This design comes from an exercise in tuning for small area, a short achievable clock period and few clock cycles per item on the open sky130 flow, not from production work. At most, simulation tests tie the RTL to the original design; equivalence was not proved. For runs 1 to 4, only the layout was checked, not whether the RTL still works. No activity file was given, so power comes from the tool's default toggle rates.

--- design/flow/design.v ---
`default_nettype none
package bls_pkg;
    localparam int CFG_IDX_W  = 3;
    localparam int CFG_DATA_W = 16;
    localparam int DIM_W      = 13;
    localparam int COLOR_W    = 16;
    typedef logic [CFG_IDX_W-1:0] t_cfg_idx;
    localparam t_cfg_idx CFG_IMAGE_WIDTH  = 3'd0;
    localparam t_cfg_idx CFG_IMAGE_HEIGHT = 3'd1;
    localparam t_cfg_idx CFG_DRAW_RED     = 3'd2;
    localparam t_cfg_idx CFG_DRAW_GREEN   = 3'd3;
    localparam t_cfg_idx CFG_DRAW_BLUE    = 3'd4;
    localparam logic [DIM_W-1:0]   RST_IMAGE_WIDTH  = 13'd4096;
    localparam logic [DIM_W-1:0]   RST_IMAGE_HEIGHT = 13'd4096;
    localparam logic [COLOR_W-1:0] RST_DRAW_RED     = 16'd250;
    localparam logic [COLOR_W-1:0] RST_DRAW_GREEN   = 16'd40;
    localparam logic [COLOR_W-1:0] RST_DRAW_BLUE    = 16'd40;
    localparam logic REQ_START = 1'b0;
    localparam logic REQ_STEP  = 1'b1;
endpackage
`default_nettype wire
`default_nettype none
module bls_skid #(
    parameter int WIDTH = 75
) (
    input  wire logic             i_clk,
    input  wire logic             i_rst_n,
    input  wire logic             i_valid,
    output logic                  o_ready,
    input  wire logic [WIDTH-1:0] i_data,
    output logic                  o_valid,
    input  wire logic             i_ready,
    output logic [WIDTH-1:0]      o_data
);
    logic             r_out_valid;
    logic [WIDTH-1:0] r_out_data;
    logic             r_skid_valid;
    logic [WIDTH-1:0] r_skid_data;
    logic             in_fire;
    logic             out_fire;
    assign o_ready  = !r_skid_valid;
    assign o_valid  = r_out_valid;
    assign o_data   = r_out_data;
    assign in_fire  = i_valid && !r_skid_valid;
    assign out_fire = r_out_valid && i_ready;
    always_ff @(posedge i_clk) begin
        if (!i_rst_n) begin
            r_out_valid  <= 1'b0;
            r_skid_valid <= 1'b0;
        end else begin
            if (!r_out_valid || out_fire) begin
                if (r_skid_valid) begin
                    r_out_valid  <= 1'b1;
                    r_skid_valid <= 1'b0;
                end else begin
                    r_out_valid <= in_fire;
                end
            end else if (in_fire) begin
                r_skid_valid <= 1'b1;
            end
        end
    end
    always_ff @(posedge i_clk) begin
        if (!r_out_valid || out_fire) begin
            if (r_skid_valid) begin
                r_out_data <= r_skid_data;
            end else if (in_fire) begin
                r_out_data <= i_data;
            end
        end else if (in_fire) begin
            r_skid_data <= i_data;
        end
    end
endmodule
`default_nettype wire
`default_nettype none
module bresenham_line_stepper_top #(
    parameter int COORD_BITS = 12
) (
    input  wire logic                               i_clk,
    input  wire logic                               i_rst_n,
    input  wire logic                               i_req_valid,
    output logic                                    o_req_ready,
    input  wire logic                               i_req_type,
    input  wire logic [COORD_BITS-1:0]              i_req_x_start,
    input  wire logic [COORD_BITS-1:0]              i_req_y_start,
    input  wire logic [COORD_BITS-1:0]              i_req_x_end,
    input  wire logic [COORD_BITS-1:0]              i_req_y_end,
    output logic                                    o_pix_valid,
    input  wire logic                               i_pix_ready,
    output logic                                    o_pix_pixel_valid,
    output logic [COORD_BITS-1:0]                   o_pix_pixel_x,
    output logic [COORD_BITS-1:0]                   o_pix_pixel_y,
    output logic                                    o_pix_in_image,
    output logic                                    o_pix_last_pixel,
    output logic [bls_pkg::COLOR_W-1:0]             o_pix_pixel_red,
    output logic [bls_pkg::COLOR_W-1:0]             o_pix_pixel_green,
    output logic [bls_pkg::COLOR_W-1:0]             o_pix_pixel_blue,
    input  wire logic                               i_cfg_we,
    input  wire logic [bls_pkg::CFG_IDX_W-1:0]      i_cfg_idx,
    input  wire logic [bls_pkg::CFG_DATA_W-1:0]     i_cfg_data
);
    localparam int C = COORD_BITS;
    logic [bls_pkg::DIM_W-1:0]   r_width;
    logic [bls_pkg::DIM_W-1:0]   r_height;
    logic [bls_pkg::COLOR_W-1:0] r_red;
    logic [bls_pkg::COLOR_W-1:0] r_green;
    logic [bls_pkg::COLOR_W-1:0] r_blue;
    always_ff @(posedge i_clk) begin
        if (!i_rst_n) begin
            r_width  <= bls_pkg::RST_IMAGE_WIDTH;
            r_height <= bls_pkg::RST_IMAGE_HEIGHT;
            r_red    <= bls_pkg::RST_DRAW_RED;
            r_green  <= bls_pkg::RST_DRAW_GREEN;
            r_blue   <= bls_pkg::RST_DRAW_BLUE;
        end else if (i_cfg_we) begin
            case (i_cfg_idx)
                bls_pkg::CFG_IMAGE_WIDTH:  r_width  <= i_cfg_data[bls_pkg::DIM_W-1:0];
                bls_pkg::CFG_IMAGE_HEIGHT: r_height <= i_cfg_data[bls_pkg::DIM_W-1:0];
                bls_pkg::CFG_DRAW_RED:     r_red    <= i_cfg_data;
                bls_pkg::CFG_DRAW_GREEN:   r_green  <= i_cfg_data;
                bls_pkg::CFG_DRAW_BLUE:    r_blue   <= i_cfg_data;
                default: ;
            endcase
        end
    end
    logic          r_q_valid;
    logic          r_q_type;
    logic [C-1:0]  r_q_x0, r_q_y0, r_q_x1, r_q_y1;
    logic                r_l_pend;
    logic                r_l_pv;
    logic                r_l_last;
    logic                r_l_in;
    logic [C-1:0]        r_l_x, r_l_y;
    logic                r_l_steep;
    logic                r_l_down;
    logic [C-1:0]        r_l_n;
    logic [C-1:0]        r_l_db;
    logic [C-1:0]        r_l_mc;
    logic [C:0]          r_l_f;
    logic                r_e_valid;
    logic                r_e_pv;
    logic                r_e_last;
    logic                r_e_in;
    logic [C-1:0]        r_e_x, r_e_y;
    logic push, pop, ready, is_start, active;
    assign push     = r_q_valid && !r_e_valid;
    assign ready    = !r_q_valid || !r_e_valid;
    assign pop      = (r_e_valid || r_l_pend) && i_pix_ready;
    assign is_start = (r_q_type == bls_pkg::REQ_START);
    assign active   = r_l_pv && !r_l_last;
    always_ff @(posedge i_clk) begin
        if (!i_rst_n) begin
            r_q_valid <= 1'b0;
        end else if (ready) begin
            r_q_valid <= i_req_valid;
        end
    end
    always_ff @(posedge i_clk) begin
        if (ready) begin
            r_q_type <= i_req_type;
            r_q_x0   <= i_req_x_start;
            r_q_y0   <= i_req_y_start;
            r_q_x1   <= i_req_x_end;
            r_q_y1   <= i_req_y_end;
        end
    end
    logic [C:0]   ex, ey, nx, ny;
    logic         sx, sy;
    logic [C-1:0] adx, ady;
    logic [C:0]   diff;
    logic         s_steep, s_swap;
    logic [C-1:0] s_x, s_y, s_da, s_db, s_mc;
    logic [C:0]   s_f;
    logic         s_last;
    always_comb begin
        ex      = {1'b0, r_q_x1} - {1'b0, r_q_x0};
        ey      = {1'b0, r_q_y1} - {1'b0, r_q_y0};
        nx      = {1'b0, r_q_x0} - {1'b0, r_q_x1};
        ny      = {1'b0, r_q_y0} - {1'b0, r_q_y1};
        sx      = ex[C];
        sy      = ey[C];
        adx     = sx ? nx[C-1:0] : ex[C-1:0];
        ady     = sy ? ny[C-1:0] : ey[C-1:0];
        diff    = {1'b0, ady} - {1'b0, adx};
        s_steep = !diff[C];
        s_swap  = s_steep ? sy : sx;
        s_x     = s_swap ? r_q_x1 : r_q_x0;
        s_y     = s_swap ? r_q_y1 : r_q_y0;
        s_da    = s_steep ? ady : adx;
        s_db    = s_steep ? adx : ady;
        s_mc    = diff[C-1:0] ^ {C{diff[C]}};
        s_f     = {1'b0, s_db} + ~{2'b00, s_da[C-1:1]};
        s_last  = (r_q_x0 == r_q_x1) && (r_q_y0 == r_q_y1);
    end
    logic         cond;
    logic         x_inc, x_dec, y_inc, y_dec;
    logic [C-1:0] t_x, t_y;
    logic [C:0]   t_f;
    always_comb begin
        cond  = !r_l_f[C];
        x_inc = !r_l_steep || (cond && !r_l_down);
        x_dec = r_l_steep && cond && r_l_down;
        y_inc = r_l_steep || (cond && !r_l_down);
        y_dec = !r_l_steep && cond && r_l_down;
        t_x   = x_inc ? r_l_x + 1'b1 : x_dec ? r_l_x - 1'b1 : r_l_x;
        t_y   = y_inc ? r_l_y + 1'b1 : y_dec ? r_l_y - 1'b1 : r_l_y;
        t_f   = r_l_f + (cond ? {1'b1, ~r_l_mc} : {1'b0, r_l_db}) + {{C{1'b0}}, cond && r_l_steep};
    end
    logic         n_pv;
    logic [C-1:0] n_x, n_y;
    logic         n_in;
    always_comb begin
        n_pv = is_start || active;
        n_x  = is_start ? s_x : active ? t_x : '0;
        n_y  = is_start ? s_y : active ? t_y : '0;
        n_in = n_pv && ({1'b0, n_x} < r_width) && ({1'b0, n_y} < r_height);
    end
    always_ff @(posedge i_clk) begin
        if (!i_rst_n) begin
            r_l_pend  <= 1'b0;
            r_l_pv    <= 1'b0;
            r_e_valid <= 1'b0;
        end else if (push) begin
            r_l_pend  <= 1'b1;
            r_l_pv    <= n_pv;
            r_e_valid <= r_l_pend && !pop;
        end else if (pop) begin
            if (r_e_valid) begin
                r_e_valid <= 1'b0;
            end else begin
                r_l_pend <= 1'b0;
            end
        end
    end
    always_ff @(posedge i_clk) begin
        if (push) begin
            r_e_pv   <= r_l_pv;
            r_e_last <= r_l_last;
            r_e_in   <= r_l_in;
            r_e_x    <= r_l_x;
            r_e_y    <= r_l_y;
            r_l_x    <= n_x;
            r_l_y    <= n_y;
            r_l_in   <= n_in;
            if (is_start) begin
                r_l_last  <= s_last;
                r_l_steep <= s_steep;
                r_l_down  <= sx ^ sy;
                r_l_n     <= s_da;
                r_l_db    <= s_db;
                r_l_mc    <= s_mc;
                r_l_f     <= s_f;
            end else if (active) begin
                r_l_last <= (r_l_n == 1);
                r_l_n    <= r_l_n - 1'b1;
                r_l_f    <= t_f;
            end else begin
                r_l_last <= 1'b0;
            end
        end
    end
    logic o_pv;
    assign o_pv = r_e_valid ? r_e_pv : r_l_pv;
    assign o_req_ready       = ready;
    assign o_pix_valid       = r_e_valid || r_l_pend;
    assign o_pix_pixel_valid = o_pv;
    assign o_pix_pixel_x     = r_e_valid ? r_e_x    : r_l_x;
    assign o_pix_pixel_y     = r_e_valid ? r_e_y    : r_l_y;
    assign o_pix_in_image    = r_e_valid ? r_e_in   : r_l_in;
    assign o_pix_last_pixel  = r_e_valid ? r_e_last : r_l_last;
    assign o_pix_pixel_red   = o_pv ? r_red   : '0;
    assign o_pix_pixel_green = o_pv ? r_green : '0;
    assign o_pix_pixel_blue  = o_pv ? r_blue  : '0;
endmodule
`default_nettype wire
--- design/flow/flow/run.sh ---
#!/bin/bash
set -e
export BUFFER_PORTS_ARGS="-buffer_cell sky130_fd_sc_hd__buf_1"
bash standard.sh > standard.log 2>&1
--- design/flow/standard.sh ---
#!/bin/bash
# synth_recipe.tcl (not shown) runs the flow's synth.tcl, then flattens the netlist and writes it again
# the make line also repeats each setting of config.mk as NAME=value (left out here)
make -C /OpenROAD-flow-scripts/flow DESIGN_CONFIG=/design/flow/config.mk WORK_HOME=/design/flow/orfs CLKGATE_MAP_FILE= SYNTH_SCRIPT=/design/flow/synth_recipe.tcl "${@:-finish}"
--- design/flow/config.mk ---
export PLATFORM = sky130hd
export DESIGN_NAME = bresenham_line_stepper_top
export DESIGN_NICKNAME = bresenham_line_stepper_top
export VERILOG_FILES = /design/flow/design.v
export SDC_FILE = /design/flow/constraint.sdc
export NUM_CORES = 4
export LEC_CHECK = 0
export CAP_MARGIN = 20
export CORE_MARGIN = 2
export CORE_UTILIZATION = 40
export CTS_BUF_LIST = sky130_fd_sc_hd__clkbuf_4
export SLEW_MARGIN = 20
--- design/flow/constraint.sdc ---
create_clock -name core_clock -period 20.0 [get_ports {i_clk}]
set_input_delay 4.0000 -clock core_clock [delete_from_list [all_inputs] [get_ports {i_clk}]]
set_output_delay 4.0000 -clock core_clock [all_outputs]
set_load 0.01 [all_outputs]
==> results of run 1 <==
-- cell type report --
class	count	area [um^2]
fill	3580	19900
multi-input combinational	1121	7730
sequential	231	6160
clock buffer	96	721
timing repair buffer	160	643
tap	468	586
inverter	128	480
clock inverter	25	139
antenna	1	2.50
-- power by group through the flow --
stage                     registers [W]  clock network (W)  logic, W
after floorplan                0.000612                  0  0.000637
after global placement         0.000623                  0  0.000813
after detailed placement       0.000625                  0  0.000825
after CTS                      0.000615           0.000471  0.000831
after global routing           0.000619           0.000493  0.000925
final                          0.000615           0.000453  0.000827
-- layer usage --
metal	GRT usage, %	wire [um]
met3	3.39	1970
met5	0	0
met2	31.7	17600
met4	7.55	970
met1	28.9	18700
-- worst paths after layout --
| check | start | end | depth (start not counted) |
|---|---|---|---|
| min | r_red[2] | r_red[2] | 2 |
| max | r_q_y1[9] | r_l_in | 25 |
| min reg2reg | r_red[2] | r_red[2] | 2 |
| max reg2reg | r_q_y1[9] | r_l_in | 25 |
-- synth_stat cells (all sizes together) (3+ instances only) --
library cell  count
nor2             78
nor3b             5
dfxtp            78
xnor2            68
nand3b            4
edfxtp          153
xor2             21
and3             10
buf              11
nor3             17
or3               8
nand4b            4
nand2b            9
nand4            15
nand3            33
clkbuf           59
or4               7
a31oi             7
mux2             28
o41ai             3
o211ai            3
a21boi           67
and2              7
o21a             10
mux2i            41
a221oi            6
inv             128
a21o             34
o2111ai           3
a21oi            95
nor2b            63
ha              108
a211oi            6
nor4              4
o22ai            29
nand2           219
or2               3
o21ai            62
o21bai            7
fa                8
-- logic make-up after synthesis --
family | after synthesis
AO/OA/AOI/OAI | 357
XOR/XNOR | 89
adder cells (fa/ha/maj) | 116
buffers and inverters | 198
flip-flops | 231
multiplexers | 69
AND/OR/NAND/NOR | 490
-- through the flow --
stage | area, um^2 | cells | power (W) | setup slack (ps)
3_5_place_dp | 15600 | 2108 | 0.00145 | 12300
6_report | 16500 | 2230 | 0.00190 | 12290
3_3_place_gp | 15600 | 2108 | 0.00144 | 12370
2_1_floorplan | 14700 | 1550 | 0.00125 | 13520
4_1_cts | 16400 | 2229 | 0.00192 | 12290
5_1_grt | 16500 | 2230 | 0.00204 | 11740
-- sequential cells by signal (all words and copies together), names as in the netlist, 12 cells and up --
name	count
r_q_y1	12
r_blue	16
r_l_n	12
r_q_y0	12
r_l_f	13
r_width	13
r_green	16
r_q_x0	12
r_q_x1	12
r_l_x	12
r_e_x	12
r_height	13
r_red	16
r_l_mc	12
r_l_db	12
r_e_y	12
r_l_y	12
-- critical path: cells and delay by family, from the launching register on --
| kind | cells | cell delay (ps) |
|---|---|---|
| DFF | 1 | 410 |
| buffers and inverters | 3 | 1080 |
| AOI/OAI and AO/OA | 14 | 3600 |
| xor gates and xnor gates | 1 | 140 |
| and+or+nand+nor | 2 | 280 |
| adders and majority gates | 3 | 1210 |
| muxes | 2 | 730 |
==> run summary, run 1 <==
Comb pwr share=43.6%; commonest non-fill, non-tap cell in the layout=nand2_1; layout cell share with drive strength beyond 1=about a tenth; startpoint types=flip-flop; Max stage delay on crit path=approximately 640 ps; Die Y=just under 200 um; final setup violating endpoints=0; top post-synthesis cells by area=edfxtp_1 31%, dfxtp_1 11%, ha_1 9.2%; Post-Synth XOR/XNOR Area=5.32%; post-synthesis cell area=14700 um^2; clock slew at reported path FFs=~60 ps; Post-Synth Simple-Gate Area=~16%; antenna-violating nets left=0; H-tree Lvls=3; power share of the sequential group=32.5%; initial antenna violation count=1; PD cells=~120 nW/um^2; Post-synth EDFFs=around 150; predominant post-synthesis flop cell=edfxtp_1; NumNets Final=1899; switching share of power=roughly two fifths; dominant cell type by area after synthesis=edfxtp_1; unrepaired setup endpoints after global routing=no; Area Growth Syn to Fin=12.2%; CP most frequent cell=a21oi_1; status=complete, no violations; GR Overflow Total=0; detailed placement HPWL=28700 um; wire per inst=~18 um; via count=about 12000; Max VDD drop=0.0000503 V; crit-path max FO=46; Setup Skew=about 65 ps; die width=195 um; Synth Register Bits=231; Max stage delay cell, worst path=o31ai_1; Synth top area share=between 30% and 40%; Final GP Congestion=0.928; Detailed Route WL=approximately 39000 um; min Tclk post-route=slightly below 8000 ps; Core Util, Final=between 40% and 50%; Lkg Pwr=6.44 nW; Resized Gates After CTS=0; Seq/Total Area, Yosys=42.0%; sw power=about 0.00073 W; clk sinks=231; Mapped Nets=between 1500 and 2000; Worst Setup End Kind=flip-flop; clock share of power=23.9%; Min Hold Slack=~460 ps; drc violations=0; reg2reg setup slack=~12000 ps; CTS tree=done; clock latency (worst-skew pair)=750 ps; IO Port Bufs=approximately 150; Hold Vio Cnt, Final=0; DR iter-0 viols=~910; # hold bufs at CTS=0; crit share post-route=38.6%; Max Slew Vio Count=0; yosys warns=1; Worst-Margin Slew=between 1000 and 1500 ps; Hold/Removal Path Class=flip-flop to flip-flop; Post-synth ARST share=0%; fmax=~0.13 GHz; Total Routing Usage GR=20.5%; compound-gate portion of the synthesized area=between 15 and 20%; Cells after Synth=roughly 1600; Core ar.=between 30000 and 40000 um^2; vias in the first global route=~11000; DR pass1 iterations=7; Critical Path RT=approximately 20000 ps; row count=70; commonest cells after routing, fill and taps aside=217 x nand2_1, 153 x edfxtp_1, 148 x buf_1; area share of fa/ha/maj cells after synthesis=roughly 10%; DR vias/cell=around 5.2; Crit path arrival time=just over 8000 ps; largest net degree at the start of global routing=between 70 and 80; clock buffer depth=3; Fin Setup TNS=0 ps; worst rel slew slack=between 30% and 40%; largest family of logic cells by synthesized area=compound AO/OA/AOI/OAI gates; first-pass GRT wire length=a little over 60000 um; initial core utilization=roughly two fifths; Syn Area/Cell=9.46 um^2; Root Buffer=clkbuf_4; Crit Path Class=flip-flop to flip-flop; Post CTS Setup Buffer Count=0; CTS buffer count=68; # IOs=150; DIE AREA=roughly 38000 um^2; mux cell area share after synthesis=between 5 and 6%; cell-internal power=between 0.001 and 0.0015 W; Yosys cell types=just over 80; Max-Cap Viols=0
==> run 2, diff against run 1 <==
--- a/design/flow/design.v
+++ b/design/flow/design.v
@@ -171,6 +171,7 @@
     logic [C:0]   diff;
-    logic         s_steep, s_swap;
+    logic         s_steep;
     logic [C-1:0] s_x, s_y, s_da, s_db, s_mc;
-    logic [C:0]   s_f;
-    logic         s_last;
+    logic [C:0]   s_f, f_st, f_fl;
+    logic         s_last, s_in;
+    logic         in0, in1;
     always_comb begin
@@ -185,6 +186,10 @@
         diff    = {1'b0, ady} - {1'b0, adx};
+        f_st    = {1'b0, adx} + ~{2'b00, ady[C-1:1]};
+        f_fl    = {1'b0, ady} + ~{2'b00, adx[C-1:1]};
+        in0     = ({1'b0, r_q_x0} < r_width) && ({1'b0, r_q_y0} < r_height);
+        in1     = ({1'b0, r_q_x1} < r_width) && ({1'b0, r_q_y1} < r_height);
         s_steep = !diff[C];
-        s_swap  = s_steep ? sy : sx;
-        s_x     = s_swap ? r_q_x1 : r_q_x0;
-        s_y     = s_swap ? r_q_y1 : r_q_y0;
+        s_x     = s_steep ? (sy ? r_q_x1 : r_q_x0) : (sx ? r_q_x1 : r_q_x0);
+        s_y     = s_steep ? (sy ? r_q_y1 : r_q_y0) : (sx ? r_q_y1 : r_q_y0);
+        s_in    = s_steep ? (sy ? in1 : in0) : (sx ? in1 : in0);
         s_da    = s_steep ? ady : adx;
@@ -192,3 +197,3 @@
         s_mc    = diff[C-1:0] ^ {C{diff[C]}};
-        s_f     = {1'b0, s_db} + ~{2'b00, s_da[C-1:1]};
+        s_f     = s_steep ? f_st : f_fl;
         s_last  = (r_q_x0 == r_q_x1) && (r_q_y0 == r_q_y1);
@@ -216,3 +221,4 @@
         n_y  = is_start ? s_y : active ? t_y : '0;
-        n_in = n_pv && ({1'b0, n_x} < r_width) && ({1'b0, n_y} < r_height);
+        n_in = is_start ? s_in
+             : active && ({1'b0, t_x} < r_width) && ({1'b0, t_y} < r_height);
     end
==> run 2 against run 1 <==
  * Still clean
  * Die area increased by 11%
  * Utilization increased by 0.25 points
  * Clock power increased by 2%
  * Critical path depth decreased by 21
  * Sequential power decreased by 2%
  * Global-route usage increased by 1.1 points
  * Combinational power decreased by 9.6%
  * Highest routed layer unchanged
==> run summary, run 2 <==
Lkg Pwr=7.38 nW (+15%); first-pass GRT wire length=70600 um (+16%); initial core utilization=40.8% (+0.43 points); crit share post-route=34.0% (-4.5 points); Area Growth Syn to Fin=11.6%; fmax=0.147 GHz (+13%); Mapped Nets=1987 (+14%); Total Routing Usage GR=21.6% (+1.1 points); Post-synth EDFFs=153 (unchanged); met1 usage=28.8% (-0.12 points); post-synthesis cell area=16300 um^2 (+11%); Yosys cell types=74 (-11%); Setup Skew=62.8 ps (-1.78 ps); Largest regs=r_blue x16, r_green x16, r_red x16; met2 usage=34.4% (+2.7 points); Worst-Margin Slew=1030 ps (+25.7 ps); Max-Cap Viols=0 (unchanged); top post-synthesis cells by area=edfxtp_1 28%, ha_1 12%, dfxtp_1 9.6%; largest net degree at the start of global routing=79 (unchanged); wire per inst=18.2 um (+3.2%); IO Port Bufs=149 (unchanged); via count=13254 (+14%); DR iter-0 viols=836 (-8.3%); # IOs=150 (unchanged); Worst Setup End Kind=output port; CTS tree=done; die width=206 um (+5.2%); clock latency (worst-skew pair)=760 ps (about the same); DIE AREA=42300 um^2 (+11%); worst path cell trace=mux2i_4 > buf_4 > nor2b_1 > buf_1; Synth top area share=28.2% (-3.1 points); row count=73 (+4.3%); Detailed Route WL=45100 um (+15%); final setup violating endpoints=0 (unchanged); Max Slew Vio Count=0 (unchanged); status=complete, no violations; most frequent cell after synthesis=nand2_1; Critical Path RT=16000 ps (-4540 ps); predominant post-synthesis flop cell=edfxtp_1; Hold Vio Cnt, Final=0 (unchanged); Synth Register Bits=231 (unchanged); GR Overflow Total=0 (unchanged); vias in the first global route=13095 (+17%); DR vias/cell=5.34 (+2.2%); CTS buffer count=68 (unchanged); Die Y=206 um (+5.2%); Resized Gates After CTS=0 (unchanged); met3 Use GR=3.45% (+0.067 points); Root Buffer=clkbuf_4; initial antenna violation count=1 (unchanged); NumNets Final=2147 (+13%); antenna-violating nets left=0 (unchanged); clock slew at reported path FFs=60 ps (about the same); commonest non-fill, non-tap cell in the layout=nand2_1; DR pass1 iterations=6 (-1); finished layout cell area=18200 um^2 (+10%); Max stage delay cell, worst path=dfxtp_2; synth cell count leaders=231 x nand2_1, 159 x inv_1, 158 x ha_1, 153 x edfxtp_1, 90 x a21oi_1; Post CTS Setup Buffer Count=0 (unchanged); startpoint types=flip-flop; Cells after Synth=1748 (+13%); unrepaired setup endpoints after global routing=no; Fin Setup TNS=0 ps (unchanged); commonest cells after routing, fill and taps aside=230 x nand2_1, 158 x inv_1, 158 x ha_1; crit-path max FO=49 (+6.5%); Syn Area/Cell=9.31 um^2 (-1.6%); Min Hold Slack=459 ps (-0.281 ps); Crit path arrival time=2810 ps (-5440 ps); Max VDD drop=0.0000721 V (+43%); PD cells=99.6 nW/um^2 (-14%); pre-CTS WS=13350 ps (+1050 ps); Max stage delay on crit path=940 ps (+300 ps); Final GP Congestion=0.898 (-3.2%); drc violations=0 (unchanged); Hold/Removal Path Class=flip-flop to flip-flop; yosys warns=1 (unchanged); # hold bufs at CTS=0 (unchanged); H-tree Lvls=3 (unchanged); Crit Path Class=flip-flop to output port; Post-synth ARST share=0% (unchanged); placed inst area=17300 um^2 (+11%); Core ar.=39900 um^2 (+9.8%); clock buffer depth=3 (unchanged); detailed placement HPWL=32900 um (+15%); Setup WS post-layout=13190 ps (+902 ps); grt peak-use layer=met2; min Tclk post-route=6810 ps (-902 ps); clk sinks=231 (unchanged); worst rel slew slack=31.1% (-0.13 points); Seq/Total Area, Yosys=37.8% (-4.2 points); dominant cell type by area after synthesis=edfxtp_1; layout cell share with drive strength beyond 1=8.84% (-1.2 points)
[run 2: cell types whose count changed after synthesis, moves of 11 or more]
cell	change
ha_1	+50
a21o_1	+22
mux2i_1	+24
inv_1	+32
nand2_1	+13
nand2b_1	+18
o22ai_1	-11
o21ai_0	+16
xnor2_1	-14
[run 2: through the flow]
| stage | cells | util (%) | total power (W) |
|---|---|---|---|
| after floorplan | 1748 | - | 0.00118 |
| after global routing | 2482 | 45.5 | 0.00193 |
| after CTS | 2481 | 45.5 | 0.00182 |
| after detailed placement | 2363 | 43.3 | 0.00135 |
| final | 2482 | 45.5 | 0.00181 |
| after global placement | 2363 | 43.3 | 0.00134 |
[run 2: cells by family after synthesis]
family                     Yosys count  share of synthesized area (%)
and+or+nand+nor                    527                           15.5
muxes                               93                           6.01
AOI/OAI and AO/OA                  412                           16.8
adders and majority gates          166                           13.1
xor gates and xnor gates            90                           5.24
buffers and inverters              229                           5.53
DFF                                231                           37.8
[run 2: worst paths after layout]
path                             startpoint                  end  slack (ps)  depth (start not counted)
worst max-delay path              r_e_valid  o_pix_pixel_blue[8]       13190                          4
worst min-delay path            r_green[10]          r_green[10]         460                          2
worst max register to register    r_q_x1[0]             r_l_f[1]       13240                         21
worst min register to register  r_green[10]          r_green[10]         460                          2
[run 2: layout make-up]
class / instances / area (um^2)
Clock inverter: 18 / 114
Multi-Input combinational cell: 1288 / 9250
Clock buffer: 100 / 751
Fill cell: 3863 / 21700
Inverter: 161 / 604
Timing Repair Buffer: 158 / 628
Tap cell: 525 / 657
Antenna cell: 1 / 2.50
Sequential cell: 231 / 6160
[run 2: worst max-delay path: cells and delay by family (launching register included)]
family                 cells  cell delay (ps)
AND/OR/NAND/NOR            1              120
flip-flops                 1              940
buffers and inverters      2              610
multiplexers               1              340
[run 2: power by group]
group	switching, W	internal [W]
Sequential	0.0000274	0.000575
Clock	0.000217	0.000242
Combinational	0.000440	0.000307
Total	0.000685	0.00112
[run 2: metal layers]
layer | vias up | wire length [um]
li1 | 6504 | -
met1 | 6321 | 21200
met2 | 349 | 20200
met3 | 80 | 2090
met4 | 0 | 1510
met5 | - | 0
==> run 3, diff against run 2 <==
--- a/design/flow/design.v
+++ b/design/flow/design.v
@@ -129,2 +129,3 @@
     logic [C-1:0]  r_q_x0, r_q_y0, r_q_x1, r_q_y1;
+    logic          r_q_in0, r_q_in1;    
     logic                r_l_pend;
@@ -140,2 +141,3 @@
     logic [C:0]          r_l_f;
+    logic                r_l_fresh;    
     logic                r_e_valid;
@@ -165,5 +167,30 @@
             r_q_y1   <= i_req_y_end;
-        end
-    end
-    logic [C:0]   ex, ey, nx, ny;
+            r_q_in0  <= ({1'b0, i_req_x_start} < r_width) && ({1'b0, i_req_y_start} < r_height);
+            r_q_in1  <= ({1'b0, i_req_x_end} < r_width) && ({1'b0, i_req_y_end} < r_height);
+        end
+    end
+    function automatic logic [11:0] absdiff(input logic [12:0] v);
+        logic [11:0] r;
+        logic        any;
+        any = 1'b0;
+        for (int i = 0; i < 12; i++) begin
+            r[i] = v[i] ^ (v[12] & any);
+            any  = any | v[i];
+        end
+        absdiff = r;
+    endfunction
+    function automatic logic [11:0] incdec(input logic [11:0] a, input logic inc,
+                                           input logic dec);
+        logic [11:0] r;
+        logic        ci, cd;
+        ci = inc;
+        cd = dec;
+        for (int i = 0; i < 12; i++) begin
+            r[i] = a[i] ^ (ci | cd);
+            ci   = ci & a[i];
+            cd   = cd & ~a[i];
+        end
+        incdec = r;
+    endfunction
+    logic [C:0]   ex, ey;
     logic         sx, sy;
@@ -173,5 +200,3 @@
     logic [C-1:0] s_x, s_y, s_da, s_db, s_mc;
-    logic [C:0]   s_f, f_st, f_fl;
     logic         s_last, s_in;
-    logic         in0, in1;
     always_comb begin
@@ -179,13 +204,7 @@
         ey      = {1'b0, r_q_y1} - {1'b0, r_q_y0};
-        nx      = {1'b0, r_q_x0} - {1'b0, r_q_x1};
-        ny      = {1'b0, r_q_y0} - {1'b0, r_q_y1};
         sx      = ex[C];
         sy      = ey[C];
-        adx     = sx ? nx[C-1:0] : ex[C-1:0];
-        ady     = sy ? ny[C-1:0] : ey[C-1:0];
+        adx     = absdiff(ex);
+        ady     = absdiff(ey);
         diff    = {1'b0, ady} - {1'b0, adx};
-        f_st    = {1'b0, adx} + ~{2'b00, ady[C-1:1]};
-        f_fl    = {1'b0, ady} + ~{2'b00, adx[C-1:1]};
-        in0     = ({1'b0, r_q_x0} < r_width) && ({1'b0, r_q_y0} < r_height);
-        in1     = ({1'b0, r_q_x1} < r_width) && ({1'b0, r_q_y1} < r_height);
         s_steep = !diff[C];
@@ -193,3 +212,3 @@
         s_y     = s_steep ? (sy ? r_q_y1 : r_q_y0) : (sx ? r_q_y1 : r_q_y0);
-        s_in    = s_steep ? (sy ? in1 : in0) : (sx ? in1 : in0);
+        s_in    = s_steep ? (sy ? r_q_in1 : r_q_in0) : (sx ? r_q_in1 : r_q_in0);
         s_da    = s_steep ? ady : adx;
@@ -197,3 +216,2 @@
         s_mc    = diff[C-1:0] ^ {C{diff[C]}};
-        s_f     = s_steep ? f_st : f_fl;
         s_last  = (r_q_x0 == r_q_x1) && (r_q_y0 == r_q_y1);
@@ -203,5 +221,6 @@
     logic [C-1:0] t_x, t_y;
-    logic [C:0]   t_f;
+    logic [C:0]   t_f, c_f;
     always_comb begin
-        cond  = !r_l_f[C];
+        c_f   = r_l_fresh ? {1'b0, r_l_db} + ~{2'b00, r_l_n[C-1:1]} : r_l_f;
+        cond  = !c_f[C];
         x_inc = !r_l_steep || (cond && !r_l_down);
@@ -210,5 +229,5 @@
         y_dec = !r_l_steep && cond && r_l_down;
-        t_x   = x_inc ? r_l_x + 1'b1 : x_dec ? r_l_x - 1'b1 : r_l_x;
-        t_y   = y_inc ? r_l_y + 1'b1 : y_dec ? r_l_y - 1'b1 : r_l_y;
-        t_f   = r_l_f + (cond ? {1'b1, ~r_l_mc} : {1'b0, r_l_db}) + {{C{1'b0}}, cond && r_l_steep};
+        t_x   = incdec(r_l_x, x_inc, x_dec);
+        t_y   = incdec(r_l_y, y_inc, y_dec);
+        t_f   = c_f + (cond ? {1'b1, ~r_l_mc} : {1'b0, r_l_db}) + {{C{1'b0}}, cond && r_l_steep};
     end
@@ -258,3 +277,3 @@
                 r_l_mc    <= s_mc;
-                r_l_f     <= s_f;
+                r_l_fresh <= 1'b1;
             end else if (active) begin
@@ -263,2 +282,3 @@
                 r_l_f    <= t_f;
+                r_l_fresh <= 1'b0;
             end else begin
--- a/design/flow/config.mk
+++ b/design/flow/config.mk
@@ -7,3 +7,3 @@
 export LEC_CHECK = 0
-export CAP_MARGIN = 20
+export CAP_MARGIN = 50
 export CORE_MARGIN = 2
@@ -11,2 +11,2 @@
 export CTS_BUF_LIST = sky130_fd_sc_hd__clkbuf_4
-export SLEW_MARGIN = 20
+export SLEW_MARGIN = 75
==> run 3 against run 2 <==
  * Final cell count is 5.4% lower
  * Critical endpoint is now o_pix_pixel_blue[2]
  * Count of clock-buffer cells in the layout increased by 3
  * Still clean on timing, DRC and antenna
  * Fmax grew 12%
  * Highest routed layer is now met5
  * Combinational power fell by 9.0%
  * Flip-flop and latch count rose by 3
  * Hold slack worse by 4.2 ps
  * Global-route usage rose by 0.17 points
  * Register-to-register slack better by 970 ps
==> run summary, run 3 <==
drc violations=0 (unchanged); Largest regs=r_blue x16, r_green x16, r_red x16; # IOs=150 (unchanged); clock latency (worst-skew pair)=760 ps (about the same); yosys warns=1 (unchanged); antenna-violating nets left=0 (unchanged); layout cell share with drive strength beyond 1=16.7% (+7.8 points); Core Util, Final=48.0% (+2.5 points); Worst Hold Path EP=r_blue[8]; pre-CTS WS=14070 ps (+723 ps); min Tclk post-route=6070 ps (-739 ps); Synth Register Bits=234 (+1.3%); first-pass GRT wire length=65800 um (-6.8%); Fin Setup TNS=0 ps (unchanged); Setup crit start=r_e_valid; Max VDD drop=0.0000538 V (-25%); NumNets Final=1987 (-7.5%); Filler cells=3625 (-6.2%); status=complete, no violations; cell-internal power=0.00114 W (+1.1%); Max-Cap Viols=0 (unchanged); reg2reg path depth=21 (unchanged); final setup violating endpoints=0 (unchanged); Detailed Route WL=43100 um (-4.4%); switching share of power=35.8% (-2.0 points); GR Overflow Total=0 (unchanged); fmax=0.165 GHz (+12%); # hold bufs at CTS=0 (unchanged); startpoint types=flip-flop; Post-synth EDFFs=156 (+2.0%); reg2reg setup slack=14210 ps (+970 ps); Worst Setup End Kind=output port; row count=71 (-2.7%); power share of the sequential group=34.5% (+1.2 points); Comb pwr share=38.4% (-2.9 points); crit-path max FO=49 (unchanged); Worst-Margin Slew=380 ps (-652 ps); PD cells=98.0 nW/um^2 (-1.6%); Total Routing Usage GR=21.7% (+0.17 points); Syn Area/Cell=9.64 um^2 (+3.6%); Resized Gates After CTS=0 (unchanged); Post-synth ARST share=0% (unchanged); CTS buffer count=69 (+1.5%); Synth top area share=30.7% (+2.5 points); most frequent cell after synthesis=nand2_1; worst reg2reg endpoint=r_l_y[8]; crit share post-route=30.4% (-3.7 points); die width=199 um (-3.1%); origin of the critical flop-to-flop path=r_q_y1[0]; worst rel slew slack=74.5% (+43 points); initial core utilization=40.5% (-0.25 points); synth cell count leaders=204 x nand2_1, 156 x edfxtp_1, 126 x ha_1, 95 x nor2_1; Hold Path Origin=r_blue[8]; Lkg Pwr=6.93 nW (-6.2%); DIE AREA=39700 um^2 (-6.1%); IO Port Bufs=149 (unchanged); Post CTS Setup Buffer Count=0 (unchanged); clock buffer depth=3 (unchanged); Hold Vio Cnt, Final=0 (unchanged); Hold/Removal Path Class=flip-flop to flip-flop; commonest cells after routing, fill and taps aside=202 x nand2_1, 156 x edfxtp_1, 137 x buf_1; Root Buffer=clkbuf_4; DR pass1 iterations=5 (-1); Yosys cell types=82 (+11%); detailed placement HPWL=32900 um (about the same); clock slew at reported path FFs=60 ps (about the same); predominant post-synthesis flop cell=edfxtp_1; unrepaired setup endpoints after global routing=no; post-synthesis cell area=15300 um^2 (-6.2%); CTS tree=done; clk sinks=234 (+1.3%); Crit path arrival time=2070 ps (-740 ps); Area Growth Syn to Fin=18.4%; Core ar.=37700 um^2 (-5.6%); dominant cell type by area after synthesis=edfxtp_1; initial antenna violation count=2 (+1); commonest non-fill, non-tap cell in the layout=nand2_1; Mapped Nets=1788 (-10%); Critical Path RT=16000 ps (about the same); finished layout cell area=18100 um^2 (-0.53%); DR vias/cell=5.26 (-1.5%); Die Y=199 um (-3.1%); vias in the first global route=11791 (-10%); wire per inst=18.4 um (+1.1%); largest net degree at the start of global routing=50 (-37%); Setup Skew=76.9 ps (+14.1 ps); Max Slew Vio Count=0 (unchanged); DR iter-0 viols=760 (-9.1%); Seq/Total Area, Yosys=40.9% (+3.1 points); H-tree Lvls=3 (unchanged); via count=12339 (-6.9%); Cells after Synth=1583 (-9.4%); Setup WS post-layout=13930 ps (+739 ps); Final GP Congestion=0.905 (+0.79%); top post-synthesis cells by area=edfxtp_1 31%, ha_1 10%, dfxtp_1 10%; depth of the worst hold-timing path=2 (unchanged); clock share of power=27.0% (+1.6 points); Crit Path Class=flip-flop to output port; placed inst area=16900 um^2 (-2.2%); sw power=0.000634 W (-7.4%)
run 3: cell types whose count changed in the layout (fill, tap and decap cells not counted), moves of 29 or more:
cell     previous run  this run
inv_1             158        90
o21ai_0            76        39
ha_1              158       126
xnor2_2             3        32
mux2i_1            63        24
run 3: logic make-up after synthesis:
family	synth area share, %
DFF	40.9
AOI/OAI and AO/OA	17.1
and+or+nand+nor	16.6
buffers and inverters	3.91
xor gates and xnor gates	6.20
adders and majority gates	11.1
muxes	4.15
run 3: worst max-delay path by stage:
stage	endpoint	slack, ps	cells after the start
floorplan	o_req_ready	14130	3
global placement	r_q_in0	14100	10
detailed placement	r_q_in0	14070	10
global route	o_pix_pixel_blue[2]	13840	4
CTS	o_pix_pixel_blue[2]	13850	4
finish	o_pix_pixel_blue[2]	13930	4
run 3: final cells by class:
class / instances / area, um^2 / area share (%)
clock inverter: 21 / 146 / 0.810
clock buffer: 103 / 773 / 4.28
inverter: 95 / 362 / 2.00
antenna: 1 / 2.50 / 0.0138
sequential: 234 / 6250 / 34.6
multi-input combinational: 1193 / 8970 / 49.6
tap: 511 / 639 / 3.54
timing repair buffer: 189 / 932 / 5.16
run 3: per-layer routing:
layer	vias up	global-route usage [%]	share of wire, %
met5	-	0	0.0046
met3	62	4.76	6.4
met2	367	32.2	43
li1	6115	-	-
met1	5793	30.9	48
met4	2	8.18	2.5
run 3: worst max-delay path, cell delays in order, from the launching register on:
cell	delay, ps
dfxtp_1	430
mux2i_4	270
buf_8	290
nor2b_1	110
buf_1	170
run 3: power groups by stage:
stage	combinational [W]	sequential (W)	clock [W]
6_report	0.000681	0.000612	0.000479
5_1_grt	0.000750	0.000615	0.000516
4_1_cts	0.000661	0.000613	0.000494
3_5_place_dp	0.000658	0.000623	0
3_3_place_gp	0.000618	0.000624	0
2_1_floorplan	0.000492	0.000612	0
run 3: metrics by stage:
stage | std cells | total power, W | hold WS (ps)
3_3_place_gp | 2195 | 0.00124 | 443
3_5_place_dp | 2215 | 0.00128 | 448
6_report | 2347 | 0.00177 | 455
4_1_cts | 2339 | 0.00177 | 459
2_1_floorplan | 1583 | 0.00110 | 422
5_1_grt | 2347 | 0.00188 | 477
==> run 4, diff against run 3 <==
--- a/design/flow/config.mk
+++ b/design/flow/config.mk
@@ -7,3 +7,3 @@
 export LEC_CHECK = 0
-export CAP_MARGIN = 50
+export CAP_MARGIN = 20
 export CORE_MARGIN = 2
@@ -11,2 +11,2 @@
 export CTS_BUF_LIST = sky130_fd_sc_hd__clkbuf_4
-export SLEW_MARGIN = 75
+export SLEW_MARGIN = 20
==> run 4 against run 3 <==
  * Highest routed layer unchanged
  * Total power down 2.9%
  * Largest power group unchanged
  * Critical path type unchanged
  * Critical endpoint is now o_pix_pixel_blue[1]
  * Flip-flop and latch count is the same
  * Cell area decreased by 4.5%
  * Largest cell class unchanged
  * Combinational power shrank 6.8%
  * Final cell count decreased by 1.0%
  * First-iteration DRC count is 3.4% lower
  * Non-clock buffer count is 27 lower
==> run summary, run 4 <==
Total Routing Usage GR=21.3% (-0.46 points); wire per inst=18.2 um (-0.81%); via count=12232 (-0.87%); depth of the worst hold-timing path=2 (unchanged); IO Port Bufs=149 (unchanged); final setup violating endpoints=0 (unchanged); detailed placement HPWL=32100 um (-2.4%); dominant cell type by area after synthesis=edfxtp_1; commonest cells after routing, fill and taps aside=203 x nand2_1, 156 x edfxtp_1, 148 x buf_1; yosys warns=1 (unchanged); DR pass1 iterations=5 (unchanged); GR Overflow Total=0 (unchanged); most frequent cell after synthesis=nand2_1; placed inst area=16300 um^2 (-3.4%); Lkg Pwr=6.49 nW (-6.2%); Hold/Removal Path Class=flip-flop to flip-flop; # hold bufs at CTS=0 (unchanged); first-pass GRT wire length=64400 um (-2.1%); Setup Skew=61.1 ps (-15.9 ps); Synth Register Bits=234 (unchanged); Synth top area share=30.7% (unchanged); largest net degree at the start of global routing=79 (+58%); Cells after Synth=1583 (unchanged); Crit Path Class=flip-flop to output port; H-tree Lvls=3 (unchanged); synth cell count leaders=204 x nand2_1, 156 x edfxtp_1, 126 x ha_1, 95 x nor2_1; Detailed Route WL=42300 um (-1.8%); crit-path max FO=49 (unchanged); DR vias/cell=5.27 (+0.16%); DR top layer=met5; Syn Area/Cell=9.64 um^2 (unchanged); DR WL met3=2690 um (-1.9%); Core ar.=37700 um^2 (unchanged); status=complete, no violations; post-synthesis cell area=15300 um^2 (unchanged); crit share post-route=31.0% (+0.61 points); worst rel slew slack=30.0% (-44 points); die width=199 um (unchanged); Max Slew Vio Count=0 (unchanged); reg2reg path depth=21 (unchanged); CTS tree=done; Max VDD drop=0.0000600 V (+12%); Mapped Nets=1788 (unchanged); # IOs=150 (unchanged); DR WL met2=18000 um (-3.4%); Crit path arrival time=2190 ps (+120 ps); Yosys cell types=82 (unchanged); predominant post-synthesis flop cell=edfxtp_1; finished layout cell area=17300 um^2 (-4.5%); Post-synth EDFFs=156 (unchanged); fmax=0.162 GHz (-2.0%); clock buffer depth=3 (unchanged); Resized Gates After CTS=0 (unchanged); layout cell share with drive strength beyond 1=10.9% (-5.7 points); Final GP Congestion=0.905 (unchanged); Worst-Margin Slew=1050 ps (+666 ps); Metal-1 WL=20700 um (about the same); PD cells=99.7 nW/um^2 (+1.7%); Critical Path RT=16000 ps (about the same); clock latency (worst-skew pair)=750 ps (about the same); min Tclk post-route=6190 ps (+121 ps); Root Buffer=clkbuf_4; startpoint types=flip-flop; Die Y=199 um (unchanged); Area Growth Syn to Fin=13.0%; Hold Vio Cnt, Final=0 (unchanged); initial core utilization=40.5% (unchanged); clk sinks=234 (unchanged); Post CTS Setup Buffer Count=0 (unchanged); Post-synth ARST share=0% (unchanged); Worst Setup End Kind=output port; DIE AREA=39700 um^2 (unchanged); reg2reg setup slack=13950 ps (-260 ps); initial antenna violation count=3 (+1); row count=71 (unchanged); commonest non-fill, non-tap cell in the layout=nand2_1; unrepaired setup endpoints after global routing=no; NumNets Final=1962 (-1.3%); antenna-violating nets left=0 (unchanged); clock slew at reported path FFs=60 ps (about the same); DR iter-0 viols=734 (-3.4%); top post-synthesis cells by area=edfxtp_1 31%, ha_1 10%, dfxtp_1 10%; Fin Setup TNS=0 ps (unchanged); Seq/Total Area, Yosys=40.9% (unchanged); Largest regs=r_blue x16, r_green x16, r_red x16; drc violations=0 (unchanged); CTS buffer count=71 (+2.9%); Max-Cap Viols=0 (unchanged); vias in the first global route=11530 (-2.2%)
-- run 4: cell counts after synthesis --
No cell type changed its count.
-- run 4: final timing paths --
| check | from | endpoint |
|---|---|---|
| worst max-delay path | r_e_valid | o_pix_pixel_blue[1] |
| worst min-delay path | r_blue[14] | r_blue[14] |
| worst max register to register | r_q_x1[0] | r_l_y[8] |
| worst min register to register | r_blue[14] | r_blue[14] |
-- run 4: kinds of logic after synthesis --
logic type,after synthesis,synth area share (%)
xor gates and xnor gates,108,6.20
DFF,234,40.9
adders and majority gates,132,11.1
and+or+nand+nor,521,16.6
buffers and inverters,156,3.91
AOI/OAI and AO/OA,374,17.1
muxes,58,4.15
-- run 4: power by group --
| part | internal [W] | switching, W | total [W] |
|---|---|---|---|
| Clock | 0.000253 | 0.000217 | 0.000470 |
| Combinational | 0.000263 | 0.000372 | 0.000635 |
| Sequential | 0.000589 | 0.0000259 | 0.000615 |
-- run 4: metal layers --
metal	vias to the layer above	track usage, %
li1	6073	-
met1	5706	31.0
met2	382	31.1
met3	67	4.34
met4	4	7.41
met5	-	0
-- run 4: area by class of cell --
| type | count | area (um^2) |
|---|---|---|
| flip-flops and latches | 234 | 6250 |
| clock buffers | 104 | 781 |
| well taps | 511 | 639 |
| fillers | 3683 | 20400 |
| multi-input cells | 1193 | 8440 |
| inverters | 95 | 357 |
| repair buffers | 162 | 658 |
| clock inverters | 23 | 131 |
| diodes | 1 | 2.50 |
-- run 4: per-stage QoR --
step           setup WS, ps  hold slack, ps  power (W)  std cells  util (%)
6_report              13810             458    0.00172       2323      45.8
5_1_grt               13490             479    0.00183       2323      45.8
4_1_cts               13680             463    0.00173       2322      45.8
3_5_place_dp          14000             450    0.00125       2195      43.4
3_3_place_gp          14100             443    0.00124       2195      43.4
2_1_floorplan         14130             422    0.00110       1583         -
-- run 4: critical path: stages, from the launching register on --
cell and delay [ps]:
dfxtp_1 420, mux2i_4 240, buf_4 460, nor2b_1 140, buf_1 160
==> run 5, diff against run 4 <==
--- a/design/flow/design.v
+++ b/design/flow/design.v
@@ -103,2 +103,25 @@
     localparam int C = COORD_BITS;
+    function automatic logic [11:0] absdiff(input logic [12:0] v);
+        logic [11:0] r;
+        logic        any;
+        any = 1'b0;
+        for (int i = 0; i < 12; i++) begin
+            r[i] = v[i] ^ (v[12] & any);
+            any  = any | v[i];
+        end
+        absdiff = r;
+    endfunction
+    function automatic logic [11:0] incdec(input logic [11:0] a, input logic inc,
+                                           input logic dec);
+        logic [11:0] r;
+        logic        ci, cd;
+        ci = inc;
+        cd = dec;
+        for (int i = 0; i < 12; i++) begin
+            r[i] = a[i] ^ (ci | cd);
+            ci   = ci & a[i];
+            cd   = cd & ~a[i];
+        end
+        incdec = r;
+    endfunction
     logic [bls_pkg::DIM_W-1:0]   r_width;
@@ -129,2 +152,3 @@
     logic [C-1:0]  r_q_x0, r_q_y0, r_q_x1, r_q_y1;
+    logic [C:0]    r_q_ex, r_q_ey;      
     logic          r_q_in0, r_q_in1;    
@@ -139,6 +163,7 @@
     logic [C-1:0]        r_l_db;
-    logic [C-1:0]        r_l_mc;
+    logic [C-1:0]        r_l_dm;
     logic [C:0]          r_l_f;
-    logic                r_l_fresh;    
+    logic                r_l_fresh;
     logic                r_e_valid;
+    logic                r_e_nvalid;    
     logic                r_e_pv;
@@ -147,6 +172,8 @@
     logic [C-1:0]        r_e_x, r_e_y;
-    logic push, pop, ready, is_start, active;
+    logic                r_o_ready;
+    logic                r_o_valid;
+    logic                r_o_pv_r, r_o_pv_g, r_o_npv_b;
+    logic push, pop, is_start, active;
     assign push     = r_q_valid && !r_e_valid;
-    assign ready    = !r_q_valid || !r_e_valid;
-    assign pop      = (r_e_valid || r_l_pend) && i_pix_ready;
+    assign pop      = r_o_valid && i_pix_ready;
     assign is_start = (r_q_type == bls_pkg::REQ_START);
@@ -154,10 +181,3 @@
     always_ff @(posedge i_clk) begin
-        if (!i_rst_n) begin
-            r_q_valid <= 1'b0;
-        end else if (ready) begin
-            r_q_valid <= i_req_valid;
-        end
-    end
-    always_ff @(posedge i_clk) begin
-        if (ready) begin
+        if (r_o_ready) begin
             r_q_type <= i_req_type;
@@ -167,2 +187,4 @@
             r_q_y1   <= i_req_y_end;
+            r_q_ex   <= {1'b0, i_req_x_end} - {1'b0, i_req_x_start};
+            r_q_ey   <= {1'b0, i_req_y_end} - {1'b0, i_req_y_start};
             r_q_in0  <= ({1'b0, i_req_x_start} < r_width) && ({1'b0, i_req_y_start} < r_height);
@@ -171,26 +193,2 @@
     end
-    function automatic logic [11:0] absdiff(input logic [12:0] v);
-        logic [11:0] r;
-        logic        any;
-        any = 1'b0;
-        for (int i = 0; i < 12; i++) begin
-            r[i] = v[i] ^ (v[12] & any);
-            any  = any | v[i];
-        end
-        absdiff = r;
-    endfunction
-    function automatic logic [11:0] incdec(input logic [11:0] a, input logic inc,
-                                           input logic dec);
-        logic [11:0] r;
-        logic        ci, cd;
-        ci = inc;
-        cd = dec;
-        for (int i = 0; i < 12; i++) begin
-            r[i] = a[i] ^ (ci | cd);
-            ci   = ci & a[i];
-            cd   = cd & ~a[i];
-        end
-        incdec = r;
-    endfunction
-    logic [C:0]   ex, ey;
     logic         sx, sy;
@@ -199,11 +197,9 @@
     logic         s_steep;
-    logic [C-1:0] s_x, s_y, s_da, s_db, s_mc;
+    logic [C-1:0] s_x, s_y, s_da, s_db;
     logic         s_last, s_in;
     always_comb begin
-        ex      = {1'b0, r_q_x1} - {1'b0, r_q_x0};
-        ey      = {1'b0, r_q_y1} - {1'b0, r_q_y0};
-        sx      = ex[C];
-        sy      = ey[C];
-        adx     = absdiff(ex);
-        ady     = absdiff(ey);
+        sx      = r_q_ex[C];
+        sy      = r_q_ey[C];
+        adx     = absdiff(r_q_ex);
+        ady     = absdiff(r_q_ey);
         diff    = {1'b0, ady} - {1'b0, adx};
@@ -215,4 +211,3 @@
         s_db    = s_steep ? adx : ady;
-        s_mc    = diff[C-1:0] ^ {C{diff[C]}};
-        s_last  = (r_q_x0 == r_q_x1) && (r_q_y0 == r_q_y1);
+        s_last  = (r_q_ex == '0) && (r_q_ey == '0);
     end
@@ -231,3 +226,4 @@
         t_y   = incdec(r_l_y, y_inc, y_dec);
-        t_f   = c_f + (cond ? {1'b1, ~r_l_mc} : {1'b0, r_l_db}) + {{C{1'b0}}, cond && r_l_steep};
+        t_f   = c_f + (cond ? {1'b1, r_l_dm ^ {C{r_l_steep}}} : {1'b0, r_l_db})
+                    + {{C{1'b0}}, cond && r_l_steep};
     end
@@ -243,17 +239,38 @@
     end
+    logic q_valid_nx, l_pend_nx, l_pv_nx, e_valid_nx, e_pv_nx, o_pv_nx;
+    always_comb begin
+        q_valid_nx = r_o_ready ? i_req_valid : r_q_valid;
+        if (push) begin
+            l_pend_nx  = 1'b1;
+            l_pv_nx    = n_pv;
+            e_valid_nx = r_l_pend && !pop;
+            e_pv_nx    = r_l_pv;
+        end else begin
+            l_pend_nx  = r_l_pend && !(pop && !r_e_valid);
+            l_pv_nx    = r_l_pv;
+            e_valid_nx = r_e_valid && !pop;
+            e_pv_nx    = r_e_pv;
+        end
+        o_pv_nx = e_valid_nx ? e_pv_nx : l_pv_nx;
+        if (!i_rst_n) begin
+            q_valid_nx = 1'b0;
+            l_pend_nx  = 1'b0;
+            l_pv_nx    = 1'b0;
+            e_valid_nx = 1'b0;
+        end
+    end
     always_ff @(posedge i_clk) begin
+        r_q_valid  <= q_valid_nx;
+        r_l_pend   <= l_pend_nx;
+        r_l_pv     <= l_pv_nx;
+        r_e_valid  <= e_valid_nx;
+        r_e_nvalid <= !e_valid_nx;
+        r_o_valid  <= e_valid_nx || l_pend_nx;
+        r_o_ready  <= !q_valid_nx || !e_valid_nx;
+        r_o_pv_g   <= o_pv_nx;
+        r_o_npv_b  <= !o_pv_nx;
         if (!i_rst_n) begin
-            r_l_pend  <= 1'b0;
-            r_l_pv    <= 1'b0;
-            r_e_valid <= 1'b0;
-        end else if (push) begin
-            r_l_pend  <= 1'b1;
-            r_l_pv    <= n_pv;
-            r_e_valid <= r_l_pend && !pop;
-        end else if (pop) begin
-            if (r_e_valid) begin
-                r_e_valid <= 1'b0;
-            end else begin
-                r_l_pend <= 1'b0;
-            end
+            r_o_pv_r <= 1'b0;
+        end else begin
+            r_o_pv_r <= o_pv_nx;
         end
@@ -276,8 +293,8 @@
                 r_l_db    <= s_db;
-                r_l_mc    <= s_mc;
+                r_l_dm    <= diff[C-1:0];
                 r_l_fresh <= 1'b1;
             end else if (active) begin
-                r_l_last <= (r_l_n == 1);
-                r_l_n    <= r_l_n - 1'b1;
-                r_l_f    <= t_f;
+                r_l_last  <= (r_l_n == 1);
+                r_l_n     <= r_l_n - 1'b1;
+                r_l_f     <= t_f;
                 r_l_fresh <= 1'b0;
@@ -288,14 +305,12 @@
     end
-    logic o_pv;
-    assign o_pv = r_e_valid ? r_e_pv : r_l_pv;
-    assign o_req_ready       = ready;
-    assign o_pix_valid       = r_e_valid || r_l_pend;
-    assign o_pix_pixel_valid = o_pv;
-    assign o_pix_pixel_x     = r_e_valid ? r_e_x    : r_l_x;
-    assign o_pix_pixel_y     = r_e_valid ? r_e_y    : r_l_y;
-    assign o_pix_in_image    = r_e_valid ? r_e_in   : r_l_in;
-    assign o_pix_last_pixel  = r_e_valid ? r_e_last : r_l_last;
-    assign o_pix_pixel_red   = o_pv ? r_red   : '0;
-    assign o_pix_pixel_green = o_pv ? r_green : '0;
-    assign o_pix_pixel_blue  = o_pv ? r_blue  : '0;
+    assign o_req_ready       = r_o_ready;
+    assign o_pix_valid       = r_o_valid;
+    assign o_pix_pixel_valid = r_o_pv_g;
+    assign o_pix_pixel_x     = r_e_valid  ? r_e_x    : r_l_x;
+    assign o_pix_pixel_y     = r_e_nvalid ? r_l_y    : r_e_y;
+    assign o_pix_in_image    = r_e_nvalid ? r_l_in   : r_e_in;
+    assign o_pix_last_pixel  = r_e_nvalid ? r_l_last : r_e_last;
+    assign o_pix_pixel_red   = r_o_pv_r  ? r_red   : '0;
+    assign o_pix_pixel_green = r_o_pv_g  ? r_green : '0;
+    assign o_pix_pixel_blue  = r_o_npv_b ? '0      : r_blue;
 endmodule
==> run 5 against run 4 <==
  * Synthesized area grew 2.0%
  * Cell area rose by 2.1%
  * Critical endpoint is now o_pix_pixel_x[9]
  * Combinational power decreased by 9.6%
  * Setup slack got worse by 25 ps
==> run summary, run 5 <==
most frequent cell after synthesis=nand2_1; dominant cell type by area after synthesis=edfxtp_1; worst path cell trace=mux2_2 > buf_1; clock share of power=27.4% (about the same); fmax=0.161 GHz (-0.40%); largest net degree at the start of global routing=74 (-6.3%); antenna-violating nets left=0 (unchanged); Critical Path RT=16000 ps (about the same); commonest cells after routing, fill and taps aside=221 x nand2_1, 181 x edfxtp_1, 149 x buf_1; top post-synthesis cells by area=edfxtp_1 35%, dfxtp_1 11%, ha_1 10%; sw power=0.000605 W (-1.7%); Yosys cell types=62 (-24%); vias in the first global route=11906 (+3.3%); layout cell share with drive strength beyond 1=10.0% (-0.91 points); initial antenna violation count=5 (+2); Max VDD drop=0.0000550 V (-8.4%); Worst Setup End Kind=output port; Synth Register Bits=266 (+14%); Synth top area share=34.9% (+4.2 points); Setup Skew=70.7 ps (+9.61 ps); Lkg Pwr=6.87 nW (+5.8%); crit-path max FO=16 (-67%); total power=0.00176 W (+2.6%); Core ar.=38600 um^2 (+2.4%); IO Port Bufs=149 (unchanged); clock latency (worst-skew pair)=750 ps (about the same); post-synthesis cell area=15600 um^2 (+2.0%); Cells after Synth=1576 (-0.44%); first-pass GRT wire length=65000 um (+0.82%); Post-synth EDFFs=181 (+16%); DR vias/cell=5.16 (-2.0%); row count=72 (+1.4%); # IOs=150 (unchanged); Max-Cap Viols=0 (unchanged); final setup violating endpoints=0 (unchanged); predominant post-synthesis flop cell=edfxtp_1; yosys warns=1 (unchanged); unrepaired setup endpoints after global routing=no; Die Y=201 um (+1.0%); Seq/Total Area, Yosys=45.8% (+4.9 points); Final Non-Filler Cells=2337 (+0.60%); detailed placement HPWL=30600 um (-4.6%); DIE AREA=40500 um^2 (+2.0%); Max Slew Vio Count=0 (unchanged); Detailed Route WL=41200 um (-2.5%); CTS buffer count=74 (+4.2%); commonest non-fill, non-tap cell in the layout=nand2_1; reg2reg path depth=21 (unchanged); Largest regs=r_blue x16, r_green x16, r_red x16; Setup crit start=r_e_valid; die width=201 um (+1.0%); Syn Area/Cell=9.88 um^2 (+2.5%); Max stage delay on crit path=870 ps (+410 ps); area of the multi-input gates=7780 um^2 (-7.8%); Post-synth ARST share=0% (unchanged); PD cells=100 nW/um^2 (+0.48%); worst rel slew slack=31.8% (+1.8 points); initial core utilization=40.4% (-0.13 points); Mapped Nets=1781 (-0.39%); Placed Instances=2204 (+0.41%); switching share of power=34.3% (-1.5 points); clock buffer depth=3 (unchanged); Filler cells=3851 (+4.6%); crit path capture=o_pix_pixel_x[9]; Area Growth Syn to Fin=13.1% (about the same); CTS tree=done; NumNets Final=1967 (+0.25%); DR pass1 iterations=6 (+1); power share of the sequential group=40.1% (+4.3 points); Comb pwr share=32.5% (-4.4 points); clk sinks=266 (+14%); worst reg2reg endpoint=r_l_in; Worst-Margin Slew=1020 ps (-26.9 ps); Root Buffer=clkbuf_4; via count=12065 (-1.4%); wire per inst=17.6 um (-3.1%); Max stage delay cell, worst path=dfxtp_1; origin of the critical flop-to-flop path=r_l_n[1]; register area=7140 um^2 (+14%); Total Routing Usage GR=20.3% (-0.95 points); startpoint types=flip-flop; status=complete, no violations; # hold bufs at CTS=0 (unchanged); synth cell count leaders=221 x nand2_1, 181 x edfxtp_1, 145 x a21oi_1, 126 x ha_1, 122 x inv_1; H-tree Lvls=3 (unchanged); Final GP Congestion=0.873 (-3.6%); GR Overflow Total=0 (unchanged); Hold Vio Cnt, Final=0 (unchanged); Fin Setup TNS=0 ps (unchanged); cell-internal power=0.00116 W (+5.0%); Hold/Removal Path Class=flip-flop to flip-flop; DR iter-0 viols=781 (+6.4%); Crit path arrival time=2220 ps (+30 ps); clock slew at reported path FFs=60 ps (about the same); reg2reg setup slack=14710 ps (+760 ps); crit share post-route=31.1% (+0.13 points); Resized Gates After CTS=0 (unchanged); Crit Path Class=flip-flop to output port; Post CTS Setup Buffer Count=0 (unchanged); drc violations=0 (unchanged); min Tclk post-route=6220 ps (+25.1 ps)
## run 5: changes by cell type in the layout (fill, tap and decap cells not counted), sizes merged, moves of 15 or more
cell     delta
nor2b      -42
xor2       +26
mux2i      +16
and2       +27
xnor2      -19
nor2       -19
o22ai      +20
a21boi     -65
edfxtp     +25
a21o       -15
o2bb2ai    -18
a21oi      +52
inv        +28
nand2      +17
## run 5: critical path, delay by kind of cell (launching register included)
| kind | cells | cell delay [ps] |
|---|---|---|
| multiplexers | 1 | 450 |
| buffers and inverters | 1 | 140 |
| flip-flops | 1 | 870 |
## run 5: final cells by class
| type | instances | share of cell area (%) |
|---|---|---|
| tap | 518 | 3.68 |
| sequential | 266 | 40.5 |
| timing repair buffer | 163 | 3.77 |
| clock buffer | 107 | 4.56 |
| antenna | 4 | 0.0568 |
| clock inverter | 22 | 0.639 |
| multi-input combinational | 1135 | 44.2 |
| inverter | 122 | 2.60 |
## run 5: per-stage QoR
stage          hold WS, ps  worst slack [ps]  utilization [%]  instance area (um^2)
3_3_place_gp           432             13750             43.3                 16700
2_1_floorplan          420             13950                -                 15600
3_5_place_dp           442             13700             43.3                 16700
6_report               449             13780             45.7                 17600
5_1_grt                463             13600             45.7                 17600
4_1_cts                449             13670             45.7                 17600
## run 5: cell families after synthesis
family / Yosys count / share of synthesized area (%)
DFF: 266 / 45.8
buffers and inverters: 175 / 4.34
muxes: 77 / 5.31
xor gates and xnor gates: 115 / 6.47
adders and majority gates: 132 / 10.9
and+or+nand+nor: 480 / 14.3
AOI/OAI and AO/OA: 331 / 12.9
## run 5: metal layers
layer	track usage (%)	wire (um)	part of all wire, %
met1	26.6	18400	45
met3	3.87	2090	5.1
met2	34.2	19900	48
met5	0	23	0.056
met4	6.17	831	2.0
## run 5: how the worst min path moves through the flow
| stage | from | endpoint | slack [ps] | depth (start not counted) |
|---|---|---|---|---|
| floorplan | r_l_in | r_e_in | 420 | 0 |
| detailed placement | r_green[2] | r_green[2] | 440 | 2 |
| finish | r_green[2] | r_green[2] | 450 | 2 |
| CTS | r_green[2] | r_green[2] | 450 | 2 |
| global route | r_l_x[11] | r_e_x[11] | 460 | 0 |
| global placement | r_e_pv | r_e_pv | 430 | 2 |
## run 5: power groups by stage
stage                     Clock, W  Combinational [W]  Sequential [W]
after floorplan                  0           0.000440        0.000703
after global placement           0           0.000563        0.000717
after detailed placement         0           0.000572        0.000719
after CTS                 0.000501           0.000576        0.000707
after global routing      0.000532           0.000639        0.000712
final                     0.000484           0.000574        0.000707
Testbench counts of run 5, summed over its fixed seeds: cycles 48,523, items 48,507.
==> run 6, diff against run 5 <==
--- a/design/flow/config.mk
+++ b/design/flow/config.mk
@@ -10,3 +10,5 @@
 export CORE_UTILIZATION = 40
-export CTS_BUF_LIST = sky130_fd_sc_hd__clkbuf_4
+export CTS_BUF_LIST = sky130_fd_sc_hd__clkbuf_8
+export CTS_CLUSTER_DIAMETER = 60
+export CTS_CLUSTER_SIZE = 12
 export SLEW_MARGIN = 20
==> run 6 against run 5 <==
  * Clock power is 17% lower
  * Utilization is 0.78 points lower
  * Cell area is 1.7% lower
  * Largest power group unchanged
  * Register-to-register slack worse by 70 ps
  * Flip-flop and latch count stayed put
==> run summary, run 6 <==
status=complete, no violations; IO Port Bufs=149 (unchanged); DR iter-0 viols=805 (+3.1%); yosys warns=1 (unchanged); NumNets Final=1922 (-2.3%); clk sinks=266 (unchanged); Worst Setup End Kind=output port; DR pass1 iterations=5 (-1); Setup crit start=r_e_valid; initial antenna violation count=4 (-1); worst reg2reg endpoint=r_l_in; clock slew at reported path FFs=80 ps (+20 ps); Mapped Nets=1781 (unchanged); via count=11735 (-2.7%); DR vias/cell=5.20 (+0.71%); DIE AREA=40500 um^2 (unchanged); Synth Register Bits=266 (unchanged); Post CTS Setup Buffer Count=0 (unchanged); CTS tree=done; Post-synth ARST share=0% (unchanged); Critical Path RT=16000 ps (about the same); synth cell count leaders=221 x nand2_1, 181 x edfxtp_1, 145 x a21oi_1, 126 x ha_1, 122 x inv_1; Final Non-Filler Cells=2257 (-3.4%); Worst-Margin Slew=1030 ps (+9.40 ps); final setup violating endpoints=0 (unchanged); Syn Area/Cell=9.88 um^2 (unchanged); PD cells=97.1 nW/um^2 (-3.1%); Max Slew Vio Count=0 (unchanged); # IOs=150 (unchanged); crit share post-route=30.7% (-0.43 points); wire per inst=18.1 um (+2.4%); dominant cell type by area after synthesis=edfxtp_1; Crit Path Class=flip-flop to output port; Max-Cap Viols=0 (unchanged); Final GP Congestion=0.873 (unchanged); Fin Setup TNS=0 ps (unchanged); Cells after Synth=1576 (unchanged); total power=0.00168 W (-4.7%); post-synthesis cell area=15600 um^2 (unchanged); clock latency (worst-skew pair)=650 ps (-100 ps); layout cell share with drive strength beyond 1=6.11% (-3.9 points); startpoint types=flip-flop; die width=201 um (unchanged); Setup Skew=54.3 ps (-16.4 ps); row count=72 (unchanged); Placed Instances=2204 (unchanged); Total Routing Usage GR=19.9% (-0.45 points); Filler cells=3815 (-0.93%); clock buffer depth=3 (unchanged); detailed placement HPWL=30600 um (unchanged); drc violations=0 (unchanged); Detailed Route WL=40800 um (-1.1%); largest net degree at the start of global routing=74 (unchanged); Synth top area share=34.9% (unchanged); reg2reg setup slack=14640 ps (-70 ps); Core ar.=38600 um^2 (unchanged); Crit path arrival time=2130 ps (-90 ps); worst rel slew slack=31.2% (-0.63 points); Root Buffer=clkbuf_8; CTS buffer count=29 (-61%); top post-synthesis cells by area=edfxtp_1 35%, dfxtp_1 11%, ha_1 10%; predominant post-synthesis flop cell=edfxtp_1; Seq/Total Area, Yosys=45.8% (unchanged); unrepaired setup endpoints after global routing=no; commonest cells after routing, fill and taps aside=221 x nand2_1, 181 x edfxtp_1, 149 x buf_1; crit-path max FO=16 (unchanged); fmax=0.163 GHz (+1.4%); Resized Gates After CTS=0 (unchanged); Largest regs=r_blue x16, r_green x16, r_red x16; commonest non-fill, non-tap cell in the layout=nand2_1; Lkg Pwr=6.68 nW (-2.8%)
-- run 6: cell types whose count changed in the layout (fill, tap and decap cells not counted), moves of 2 or more --
cell,change
bufinv_16,+4
clkbuf_4,-107
clkbuf_8,+30
clkinv_1,-13
clkinvlp_4,-2
inv_1,+10
-- run 6: how the worst min path moves through the flow --
| stage | cells after the start | to | slack (ps) | start |
|---|---|---|---|---|
| 2_1_floorplan | 0 | r_e_in | 420 | r_l_in |
| 3_3_place_gp | 2 | r_e_pv | 430 | r_e_pv |
| 3_5_place_dp | 2 | r_green[2] | 440 | r_green[2] |
| 4_1_cts | 2 | r_red[0] | 450 | r_red[0] |
| 5_1_grt | 2 | r_width[7] | 480 | r_width[7] |
| 6_report | 2 | r_red[0] | 450 | r_red[0] |
-- run 6: per-layer routing --
metal	track usage (%)	vias up	share of wire [%]
met3	2.54	56	4.4
li1	-	5838	-
met1	26.7	5573	45
met5	0	-	0.069
met2	33.7	264	47
met4	5.83	4	2.6
-- run 6: final cells by class --
class                   instances  area [um^2]  area share [%]
clock buffers                  30          413            2.38
inverters                     122          458            2.64
repair buffers                163          664            3.84
clock inverters                20          204            1.18
well taps                     518          648            3.74
diodes                          3         7.51          0.0433
flip-flops and latches        266         7140            41.2
multi-input cells            1135         7780            44.9
-- run 6: logic make-up (layout without fill, tap and decap cells) --
logic type	Yosys count	count (layout)	synth area share [%]
and+or+nand+nor	480	480	14.3
other	0	3	0
buffers and inverters	175	335	4.34
xor gates and xnor gates	115	115	6.47
AOI/OAI and AO/OA	331	331	12.9
muxes	77	77	5.31
adders and majority gates	132	132	10.9
DFF	266	266	45.8
-- run 6: where the power goes --
group          switching, W  internal, W
Combinational      0.000331     0.000243
Sequential        0.0000384     0.000668
Clock              0.000207     0.000193
-- run 6: per-stage QoR --
step	cell area [um^2]	setup slack (ps)	util (%)
detailed placement	16700	13700	43.3
global placement	16700	13750	43.3
finish	17300	13870	44.9
global route	17300	13760	44.9
CTS	17300	13800	44.9
floorplan	15600	13950	-
-- run 6: critical path, stage by stage (launching register included) --
cell and delay [ps]:
dfxtp_1 880, mux2_2 460, buf_1 140
